This design comes from an exercise in tuning for small area and a short achievable clock period on the open sky130 flow, not from production work.
In this exercise RTL edits were held to simulation tests only and were not proved equivalent to the original.
Power is estimated from default activity; no workload was simulated.

== main ==
// stage1_top
module stage1_top (
	input logic clk,
	input logic arst_n,
	input logic ins_new_en, ins_new_1_vld, ins_new_2_vld,
	input logic [4-1:0] ins_1_des, ins_1_s1, ins_1_s2,
	input logic [4-1:0] ins_1_op,
	input logic [4-1:0] ins_1_ime,
	input logic [4-1:0] ins_2_des, ins_2_s1, ins_2_s2,
	input logic [4-1:0] ins_2_op,
	input logic [4-1:0] ins_2_ime,
	input logic ins_back_1, ins_back_2, ins_back_3, ins_back_4,
	input logic [4-1:0] ins_back_1_des, ins_back_2_des, ins_back_3_des, ins_back_4_des,
	input logic flush_en,
	input logic [3-1:0] flush_id,
	input logic [16-1:0] flush_reg,
	output logic entry_full, entry_empty, branch_full,
	output logic out_1_vld,
	output logic [4-1:0] out_1_des, out_1_s1, out_1_s2,
	output logic [4-1:0] out_1_op,
	output logic [3-1:0] out_1_branch,
	output logic [4-1:0] out_1_ime,
	output logic out_2_vld,
	output logic [4-1:0] out_2_des, out_2_s1, out_2_s2,
	output logic [4-1:0] out_2_op,
	output logic [3-1:0] out_2_branch,
	output logic [4-1:0] out_2_ime,
	output logic out_3_vld,
	output logic [4-1:0] out_3_des, out_3_s1, out_3_s2,
	output logic [4-1:0] out_3_op,
	output logic [3-1:0] out_3_branch,
	output logic [4-1:0] out_3_ime,
	output logic out_4_vld,
	output logic [4-1:0] out_4_des, out_4_s1, out_4_s2,
	output logic [4-1:0] out_4_op,
	output logic [3-1:0] out_4_branch,
	output logic [4-1:0] out_4_ime
);
For scale: roughly 2200 cells after synthesis, about 240 flip-flops.
==> flow/config.mk <==
export PLATFORM = sky130hd
export DESIGN_NAME = stage1_top
export DESIGN_NICKNAME = stage1_top
export VERILOG_FILES = /design/flow/design.v
export SDC_FILE = /design/flow/constraint.sdc
export NUM_CORES = 4
export LEC_CHECK = 0
export CAP_MARGIN = 20
export CORE_MARGIN = 2
export CORE_UTILIZATION = 25
export CTS_BUF_LIST = sky130_fd_sc_hd__clkbuf_8
export CTS_CLUSTER_DIAMETER = 60
export CTS_CLUSTER_SIZE = 20
export PLACE_DENSITY = 0.35
export SLEW_MARGIN = 20
==> flow/constraint.sdc <==
create_clock -name core_clock -period 22.0 [get_ports {clk}]
set_input_delay 4.4000 -clock core_clock [delete_from_list [all_inputs] [get_ports {clk}]]
set_output_delay 4.4000 -clock core_clock [all_outputs]
set_load 0.01 [all_outputs]
standard.sh (not shown) runs the stock make flow with config.mk's settings and CLKGATE_MAP_FILE= SYNTH_SCRIPT=/design/flow/synth_recipe.tcl, a recipe that flattens the netlist after the stock synthesis.
==> flow/flow/run.sh <==
#!/bin/bash
# The standard layout with three changes: synthesis maps with an ABC script
# that recovers area (flow/abc_speed.script, in a copy of the ORFS scripts),
# the port buffers are buf_2 cells, and timing repair aims at a setup slack
# margin well above zero (the clock and constraints are the design's).
set -euo pipefail
here=$(pwd)
rm -rf "$here/scripts"
cp -r "$FLOW_HOME/scripts" "$here/scripts"
cp "$here/flow/abc_speed.script" "$here/scripts/abc_speed.script"
bash standard.sh SCRIPTS_DIR="$here/scripts" \
	BUFFER_PORTS_ARGS="-buffer_cell sky130_fd_sc_hd__buf_2" \
	SETUP_SLACK_MARGIN=15.5 > "$here/standard.log" 2>&1
==> flow/flow/abc_speed.script <==
&get -n; &st; &syn2; &dch; &nf -R 1000; &put; topo; stime -c
Changes in the feature branch relative to main:
# main
export LEC_CHECK = 0
export CAP_MARGIN = 20
export CORE_MARGIN = 2
export CORE_UTILIZATION = 25
export CTS_BUF_LIST = sky130_fd_sc_hd__clkbuf_8
export CTS_CLUSTER_DIAMETER = 60
export CTS_CLUSTER_SIZE = 20
export PLACE_DENSITY = 0.35
export SLEW_MARGIN = 20
create_clock -name core_clock -period 22.0 [get_ports {clk}]
# the feature branch
export LEC_CHECK = 0
export CAP_MARGIN = 20
export CORE_MARGIN = 2
export CORE_UTILIZATION = 25
export PLACE_DENSITY = 0.35
export SLEW_MARGIN = 20
create_clock -name core_clock -period 22.0 [get_ports {clk}]
Results
- Measured against each other, the feature branch and main differ in clock group share of total power, the lower figure coming from main.
- Any difference in area occupied by registers between main and the feature branch is small enough to ignore.
- Measured against main, the clock buffer instance count of the final layout of the feature branch comes out at 1.2 times the reference value.
- Wire length of the first global-routing pass was higher in main than in the feature branch.
- main and the feature branch ended up with roughly the same number of nets in the finished design.
- Between the feature branch and main, the difference in utilization is negligible.
- Compared to main, the router laid down less metal wire for the feature branch.
- main has lower total power than the feature branch.

* * *

north:
Another version of the RTL of stage1_top (not shown whole).
Size: ~240 flip-flops, ~180 I/O pins, roughly 16000 sq um of cells after synthesis.
clock: 22.0 ns
lec_check: 0
cap_margin: 20
core_margin: 2
core_utilization: 25
place_density: 0.35
slew_margin: 20
==> flow/flow/abc_speed.script <==
&get -n; &st; &dch; &nf -R 1000; &dch; &nf -R 1000; &put; topo; stime -c
Scripts as last shown in full above: flow/flow/run.sh
No stage failed in north, and the final checks on the layout all came back clean.
Edits applied to the flow inputs when going from north to south:
# north
export LEC_CHECK = 0
export CAP_MARGIN = 20
export CORE_MARGIN = 2
export CORE_UTILIZATION = 25
export PLACE_DENSITY = 0.35
export SLEW_MARGIN = 20
create_clock -name core_clock -period 22.0 [get_ports {clk}]
# south
export LEC_CHECK = 0
export CAP_MARGIN = 20
export CORE_MARGIN = 2
export CORE_UTILIZATION = 25
export CTS_CLUSTER_DIAMETER = 100
export CTS_CLUSTER_SIZE = 30
export PLACE_DENSITY = 0.35
export SLEW_MARGIN = 20
create_clock -name core_clock -period 22.0 [get_ports {clk}]
==> summary.txt <==
Setup slack: south less than north
Compared with north, south shows a first-pass GRT wire length that is about 0.4% lower.
On summed negative setup slack over all endpoints, north and south are neck and neck.

* * *

stage1_top, a different RTL version from the one above (not shown whole).
Size in the first run: about 240 flip-flops, ~180 I/O pins, about 17000 um^2 of cells after synthesis.
## stage1_top
module stage1_top (
	input logic clk,
	input logic arst_n,
	input logic ins_new_en, ins_new_1_vld, ins_new_2_vld,
	input logic [4-1:0] ins_1_des, ins_1_s1, ins_1_s2,
	input logic [4-1:0] ins_1_op,
	input logic [4-1:0] ins_1_ime,
	input logic [4-1:0] ins_2_des, ins_2_s1, ins_2_s2,
	input logic [4-1:0] ins_2_op,
	input logic [4-1:0] ins_2_ime,
	input logic ins_back_1, ins_back_2, ins_back_3, ins_back_4,
	input logic [4-1:0] ins_back_1_des, ins_back_2_des, ins_back_3_des, ins_back_4_des,
	input logic flush_en,
	input logic [3-1:0] flush_id,
	input logic [16-1:0] flush_reg,
	output logic entry_full, entry_empty, branch_full,
	output logic out_1_vld,
	output logic [4-1:0] out_1_des, out_1_s1, out_1_s2,
	output logic [4-1:0] out_1_op,
	output logic [3-1:0] out_1_branch,
	output logic [4-1:0] out_1_ime,
	output logic out_2_vld,
	output logic [4-1:0] out_2_des, out_2_s1, out_2_s2,
	output logic [4-1:0] out_2_op,
	output logic [3-1:0] out_2_branch,
	output logic [4-1:0] out_2_ime,
	output logic out_3_vld,
	output logic [4-1:0] out_3_des, out_3_s1, out_3_s2,
	output logic [4-1:0] out_3_op,
	output logic [3-1:0] out_3_branch,
	output logic [4-1:0] out_3_ime,
	output logic out_4_vld,
	output logic [4-1:0] out_4_des, out_4_s1, out_4_s2,
	output logic [4-1:0] out_4_op,
	output logic [3-1:0] out_4_branch,
	output logic [4-1:0] out_4_ime
);
	localparam int EW = 4 + 3 * 4 + 4 + 3;
	logic [EW-1:0] m [8];       
	logic [7:0] st;             
	logic [3:0] pm;             
	logic [4:0] sa;             
	logic [9:0] sw;             
	logic [9:0] os;             
	logic [3:0] ov;             
	logic ef, ee, bf;           
	logic [3-1:0] tag_ctr;
	logic [16-1:0] busy;
	function automatic int widx(input int j, input int k);
		widx = (j == 0) ? k : (j == 1) ? 4 + k : (j == 2) ? 7 + k : 9;
	endfunction
	function automatic logic [4:0] therm4(input logic [3:0] b);
		therm4[0] = 1'b1;
		therm4[1] = |b;
		therm4[2] = (b[0] & b[1]) | (b[0] & b[2]) | (b[0] & b[3]) | (b[1] & b[2]) | (b[1] & b[3]) | (b[2] & b[3]);
  ...
export LEC_CHECK = 0
export CAP_MARGIN = 20
export CORE_MARGIN = 2
export CORE_UTILIZATION = 35
export PLACE_DENSITY = 0.5
export SLEW_MARGIN = 20
create_clock -name core_clock -period 22.0 [get_ports {clk}]
==> flow/flow/abc_speed.script <==
&get -n; &st; &syn2; &dch; &nf -R 1000; &put; topo; stime -c
Scripts as last shown in full above: flow/flow/run.sh
The starting point finished with timing, DRC and antenna clean.
Then changed:
--- a/flow/flow/run.sh
+++ b/flow/flow/run.sh
@@ -11,3 +11,3 @@
 bash standard.sh SCRIPTS_DIR="$here/scripts" \
 	BUFFER_PORTS_ARGS="-buffer_cell sky130_fd_sc_hd__buf_2" \
-	SETUP_SLACK_MARGIN=15.5 > "$here/standard.log" 2>&1
+	SETUP_SLACK_MARGIN=15.8 > "$here/standard.log" 2>&1
Settings changed: CORE_UTILIZATION 35 to 25, PLACE_DENSITY 0.5 to 0.35.
After rerunning: Utilization came out lower by 11 points. Synthesized area stays the same. Cell area went up by 4.7%. Clock skew rose by 13 ps. Synthesized cell count is unchanged. Die area rose by 39%. Worst setup slack improved by 150 ps. Routed wire length came out higher by 14%. Global-route usage fell by 6.8 points. Total power goes up by 6.1%. Worst hold slack got worse by 15 ps.
Then changed:
--- a/flow/flow/run.sh
+++ b/flow/flow/run.sh
@@ -11,3 +11,3 @@
 bash standard.sh SCRIPTS_DIR="$here/scripts" \
 	BUFFER_PORTS_ARGS="-buffer_cell sky130_fd_sc_hd__buf_2" \
-	SETUP_SLACK_MARGIN=15.8 > "$here/standard.log" 2>&1
+	SETUP_SLACK_MARGIN=15.5 > "$here/standard.log" 2>&1
==> flow/flow/abc_speed.script (replaced) <==
&get -n; &st; &dch; &nf -R 1000; &dch; &nf -R 1000; &put; topo; stime -c
The new run passed the timing, design-rule and antenna checks. Final cell count came out lower by 2.5%. Maximum frequency came out lower by 2.1%. Total power came out higher by 1.4%. Via count came out lower by 1.9%.
Then changed:
==> flow/flow/abc_speed.script (replaced) <==
&get -n; &st; &syn2; &dch; &nf -R 1000; &put; topo; stime -c
Total power goes down by 2.4%.
Utilization goes up by 0.22 points.
Routed wire length goes up by 4.6%.

## static timing again, ports no longer ideal
No port has a modelled driver above. Below, the same layouts with a new extraction and two added sets of constraints. Step 1 assumes that a clkbuf_16 drives the clock port and a buf_2 every other input. Step 2 times the ports against the registers' clock, not the clock port: input delays grow and output delays shrink by t, the midpoint of the rising clock arrivals with the driver on. Three values: ideal ports, drivers, drivers and shift; two values: the first two.
| run | t, ns | setup WS [ns] | worst data-port slew with drivers (ns) |
|---|---|---|---|
| main | 0.682 | 15.368 / 15.311 / 15.084 | 0.12 |
| the feature branch | 0.611 | 15.436 / 15.376 / 15.107 | 0.13 |
| north | 0.613 | 15.528 / 15.459 / 15.134 | 0.04 |
| south | 0.629 | 15.502 / 15.437 / 15.116 | 0.04 |
| the first run of note 3 | 0.635 | 15.501 / 15.442 / 14.927 | 0.08 |
| the second run of note 3 | 0.612 | 15.653 / 15.587 / 15.178 | 0.12 |
| the third run of note 3 | 0.609 | 15.519 / 15.453 / 15.181 | 0.04 |
| the fourth run of note 3 | 0.626 | 15.604 / 15.541 / 15.140 | 0.13 |
After both steps every run listed still meets setup and hold. For the first run of note 3, which loses most, drivers alone change the setup slack by -0.059 ns; drivers and shift together by -0.574 ns.
